This design comes from an exercise in tuning for small area, a short achievable clock period and few clock cycles per item on the open sky130 flow, not from production work. Only simulation tests tie the RTL to the original design; equivalence was not proved.

==> run Z <==
Design pid_controller_anti_windup_core, start of the top module:
module pid_controller_anti_windup_core (
  input  logic                                      clk,
  input  logic                                      rst,
  input  logic                                      wr_en,
  input  logic [pidaw_pkg::CFG_IDX_W-1:0]           wr_index,
  input  logic [pidaw_pkg::CFG_DATA_W-1:0]          wr_data,
  input  logic                                      in_valid,
  output logic                                      in_stall,
  input  logic signed [pidaw_pkg::SAMPLE_WIDTH-1:0] feedback,
  input  logic [pidaw_pkg::TIME_W-1:0]              now_ms,
  output logic                                      out_valid,
  input  logic                                      out_stall,
  output logic signed [pidaw_pkg::DRIVE_W-1:0]      drive,
  output logic                                      sampled
);
==> flow/config.mk <==
export PLATFORM = sky130hd
export DESIGN_NAME = pid_controller_anti_windup_core
export DESIGN_NICKNAME = pid_controller_anti_windup_core
export VERILOG_FILES = /design/flow/design.v
export SDC_FILE = /design/flow/constraint.sdc
export NUM_CORES = 4
export LEC_CHECK = 0
export ABC_AREA = 1
export CAP_MARGIN = 20
export CORE_MARGIN = 2
export CORE_UTILIZATION = 60
export SLEW_MARGIN = 20
==> flow/constraint.sdc <==
create_clock -name core_clock -period 10.0 [get_ports {clk}]
set_input_delay 2.0000 -clock core_clock [delete_from_list [all_inputs] [get_ports {clk}]]
set_output_delay 2.0000 -clock core_clock [all_outputs]
set_load 0.01 [all_outputs]
standard.sh (not shown) runs the stock make flow with config.mk's settings and CLKGATE_MAP_FILE= SYNTH_SCRIPT=/design/flow/synth_recipe.tcl, a recipe that flattens the netlist after the stock synthesis.
==> flow/flow/run.sh <==
#!/bin/bash
set -euo pipefail
sed 's/yosys synth -nofsm -noshare /yosys synth -nofsm -noshare -noabc /' synth_recipe.tcl > synth_noabc.tcl
grep -q -- '-noabc' synth_noabc.tcl
bash standard.sh SYNTH_SCRIPT="$PWD/synth_noabc.tcl" SETUP_SLACK_MARGIN=5.7 finish > standard.log 2>&1
==> run A (differences from run Z) <==
--- a/flow/design.v
+++ b/flow/design.v
@@ -148,37 +148,23 @@
       err_enc_a[3*i]   = y0 ^ ym;
       err_enc_a[3*i+1] = (y1 & ~y0 & ~ym) | (~y1 & y0 & ym);
       err_enc_a[3*i+2] = y1;
     end
   end
-  wire [17:0] dmp18_a = {1'b0, diff_a[16:0]};
-  wire [17:0] dmn18_a = {1'b0, ndiff_a[16:0]};
-  logic [26:0] dmp_enc_a;
+  wire [17:0] dm18_a = {1'b0, dmag_a};
+  logic [26:0] dm_enc_a;
   always_comb begin
     for (int i = 0; i < 9; i++) begin
       logic y1, y0, ym;
-      y1 = (2*i+1 < 18) ? dmp18_a[2*i+1] : dmp18_a[17];
-      y0 = dmp18_a[2*i];
-      ym = (i == 0) ? 1'b0 : dmp18_a[2*i-1];
-      dmp_enc_a[3*i]   = y0 ^ ym;
-      dmp_enc_a[3*i+1] = (y1 & ~y0 & ~ym) | (~y1 & y0 & ym);
-      dmp_enc_a[3*i+2] = y1;
+      y1 = (2*i+1 < 18) ? dm18_a[2*i+1] : dm18_a[17];
+      y0 = dm18_a[2*i];
+      ym = (i == 0) ? 1'b0 : dm18_a[2*i-1];
+      dm_enc_a[3*i]   = y0 ^ ym;
+      dm_enc_a[3*i+1] = (y1 & ~y0 & ~ym) | (~y1 & y0 & ym);
+      dm_enc_a[3*i+2] = y1;
     end
   end
-  logic [26:0] dmn_enc_a;
-  always_comb begin
-    for (int i = 0; i < 9; i++) begin
-      logic y1, y0, ym;
-      y1 = (2*i+1 < 18) ? dmn18_a[2*i+1] : dmn18_a[17];
-      y0 = dmn18_a[2*i];
-      ym = (i == 0) ? 1'b0 : dmn18_a[2*i-1];
-      dmn_enc_a[3*i]   = y0 ^ ym;
-      dmn_enc_a[3*i+1] = (y1 & ~y0 & ~ym) | (~y1 & y0 & ym);
-      dmn_enc_a[3*i+2] = y1;
-    end
-  end
-  wire [26:0] dm_enc_a = diff_a[17] ? dmn_enc_a : dmp_enc_a;
   logic [26:0] err_enc1, dm_enc1;
   always_ff @(posedge clk) begin
     if (adv) begin
       err_enc1 <= err_enc_a;
       dm_enc1  <= dm_enc_a;
@@ -4686,23 +4672,13 @@
   wire fc4330 = (hs4197 & 1'b1) | (fc4196 & (hs4197 ^ 1'b1));
   wire fs4331 = mcs[260] ^ mcs[261] ^ hc4198;
   wire fc4332 = (mcs[260] & mcs[261]) | (hc4198 & (mcs[260] ^ mcs[261]));
   wire hs4333 = mcs[262] ^ 1'b1;
   wire hc4334 = mcs[262] & 1'b1;
-  wire [71:0] ra = {1'b1, mcs[263], hs4333, fs4331, fs4329, fs4327, fs4325, fs4323, fs4321, fs4319, fs4317, fs4315, fs4313, fs4311, fs4309, fs4307, fs4305, fs4303, fs4301, fs4299, fs4297, fs4295, fs4293, fs4291, fs4289, fs4287, fs4285, fs4283, fs4281, fs4279, fs4277, fs4275, fs4273, fs4271, fs4269, fs4267, fs4265, fs4263, fs4261, fs4259, fs4257, fs4255, fs4253, fs4251, fs4249, fs4247, fs4245, fs4243, fs4241, fs4239, fs4237, fs4235, fs4233, fs4231, fs4229, fs4227, fs4225, fs4223, fs4221, fs4219, fs4217, fs4215, fs4213, fs4211, fs4209, fs4207, fs4205, fs4203, hs4201, hs4199, mcs[2], mcs[0]};
-  wire [71:0] rb = {1'b0, hc4334, fc4332, fc4330, fc4328, fc4326, fc4324, fc4322, fc4320, fc4318, fc4316, fc4314, fc4312, fc4310, fc4308, fc4306, fc4304, fc4302, fc4300, fc4298, fc4296, fc4294, fc4292, fc4290, fc4288, fc4286, fc4284, fc4282, fc4280, fc4278, fc4276, fc4274, fc4272, fc4270, fc4268, fc4266, fc4264, fc4262, fc4260, fc4258, fc4256, fc4254, fc4252, fc4250, fc4248, fc4246, fc4244, fc4242, fc4240, fc4238, fc4236, fc4234, fc4232, fc4230, fc4228, fc4226, fc4224, fc4222, fc4220, fc4218, fc4216, fc4214, fc4212, fc4210, fc4208, fc4206, fc4204, hc4202, hc4200, mcs[5], 1'b0, mcs[1]};
-  wire [47:0] t_lo = {1'b0, ra[46:0]} + {1'b0, rb[46:0]};
-  wire [24:0] t_hi0 = ra[71:47] + rb[71:47];
-  wire [25:0] t_hi1x = {ra[71:47], 1'b1} + {rb[71:47], 1'b1};    
-  wire [24:0] t_hi1 = t_hi1x[25:1];
-  wire ok0 = (t_hi0 == 25'd0) | (t_hi0 == {25{1'b1}});
-  wire ok1 = (t_hi1 == 25'd0) | (t_hi1 == {25{1'b1}});
-  wire c47 = t_lo[47];
-  wire sat_ok = c47 ? ok1 : ok0;
-  wire t_sign = c47 ? t_hi1[24] : t_hi0[24];
-  wire t_b47 = c47 ? t_hi1[0] : t_hi0[0];
-  wire [31:0] drive_new = sat_ok ? {t_b47, t_lo[46:16]} : (t_sign ? 32'h80000000 : 32'h7fffffff);
+  wire [71:0] tsum = {1'b1, mcs[263], hs4333, fs4331, fs4329, fs4327, fs4325, fs4323, fs4321, fs4319, fs4317, fs4315, fs4313, fs4311, fs4309, fs4307, fs4305, fs4303, fs4301, fs4299, fs4297, fs4295, fs4293, fs4291, fs4289, fs4287, fs4285, fs4283, fs4281, fs4279, fs4277, fs4275, fs4273, fs4271, fs4269, fs4267, fs4265, fs4263, fs4261, fs4259, fs4257, fs4255, fs4253, fs4251, fs4249, fs4247, fs4245, fs4243, fs4241, fs4239, fs4237, fs4235, fs4233, fs4231, fs4229, fs4227, fs4225, fs4223, fs4221, fs4219, fs4217, fs4215, fs4213, fs4211, fs4209, fs4207, fs4205, fs4203, hs4201, hs4199, mcs[2], mcs[0]} + {1'b0, hc4334, fc4332, fc4330, fc4328, fc4326, fc4324, fc4322, fc4320, fc4318, fc4316, fc4314, fc4312, fc4310, fc4308, fc4306, fc4304, fc4302, fc4300, fc4298, fc4296, fc4294, fc4292, fc4290, fc4288, fc4286, fc4284, fc4282, fc4280, fc4278, fc4276, fc4274, fc4272, fc4270, fc4268, fc4266, fc4264, fc4262, fc4260, fc4258, fc4256, fc4254, fc4252, fc4250, fc4248, fc4246, fc4244, fc4242, fc4240, fc4238, fc4236, fc4234, fc4232, fc4230, fc4228, fc4226, fc4224, fc4222, fc4220, fc4218, fc4216, fc4214, fc4212, fc4210, fc4208, fc4206, fc4204, hc4202, hc4200, mcs[5], 1'b0, mcs[1]};
+  wire sat_ok = (tsum[71:47] == {25{tsum[71]}});
+  wire [31:0] drive_new = sat_ok ? tsum[47:16] : (tsum[71] ? 32'h80000000 : 32'h7fffffff);
   wire [31:0] held = skid_v ? skid_drive : drive;
   wire [31:0] res_drive = tkm ? drive_new : held;
   wire        res_in = vm & adv;
   always_comb begin
     skid_v_n = skid_v;
==> flow/flow/run.sh (replaced) <==
#!/bin/bash
set -euo pipefail
sed 's/yosys synth -nofsm -noshare /yosys synth -nofsm -noshare -noabc /' synth_recipe.tcl > synth_noabc.tcl
grep -q -- '-noabc' synth_noabc.tcl
bash standard.sh SYNTH_SCRIPT="$PWD/synth_noabc.tcl" SETUP_SLACK_MARGIN=6.0 finish > standard.log 2>&1
- CTS_BUF_LIST: unset -> sky130_fd_sc_hd__clkbuf_8 sky130_fd_sc_hd__clkbuf_4
==> run summary <==
CP top delay family - adder cells
sequential cell area - 0.0288 mm²
Clock Root Buffer - clkbuf_8
Synth top area share - 0.235
die area - 0.188 mm²
comb_multi_in - 8,768
footprint of the multi-input gates - 0.0788 mm²
Seq area share - 0.222
outcome - timing/DRC/antenna clean
Tmin final - 4630 ps
Syn Area/Cell - 9.22 µm²
# the run above: run A

==> run summary <==
Tmin final - 4450 ps
outcome - timing/DRC/antenna clean
sequential cell area - 0.0286 mm²
Synth top area share - 0.237
Layout Nets - 13,700
footprint of the multi-input gates - 0.0746 mm²
Seq area share - 0.238
comb_multi_in - 8,735
Syn Area/Cell - 9.24 µm²
clk latency of the worst-skew pair - 850 ps
die area - 0.187 mm²
Clock Root Buffer - clkbuf_16
# the run above: run Z

Testbench counts of run Z, summed over its fixed seeds: cycles 4,128, items 3,840.
Testbench counts of run A, summed over its fixed seeds: cycles 4,128, items 3,840.

[static timing again, ports no longer ideal]
How much do the figures lean on ideal ports? The routed layouts below were timed once more, with nothing changed but the port constraints.
Step 1, drivers: a clkbuf_16 drives clk and a buf_2 each remaining input, both assumed.
Step 2 times the ports against the registers' clock, not the clock port: input delays grow and output delays shrink by t, the midpoint of the rising clock arrivals with the driver on.
Three values: ideal, step 1, step 2; two values: the first two.
run | t (ns) | setup slack, ns | latest minus earliest clock arrival (ns) | worst data-port slew with drivers (ns)
run Z | 0.916 | 5.553 / 5.553 / 5.270 | 0.053 / 0.053 | 0.25
run A | 1.093 | 5.375 / 5.375 / 4.948 | 0.082 / 0.082 | 0.15
After both steps every run listed still meets setup and hold. For run A, which loses most, drivers alone change the setup slack by 0.000 ns; drivers and shift together by -0.427 ns.
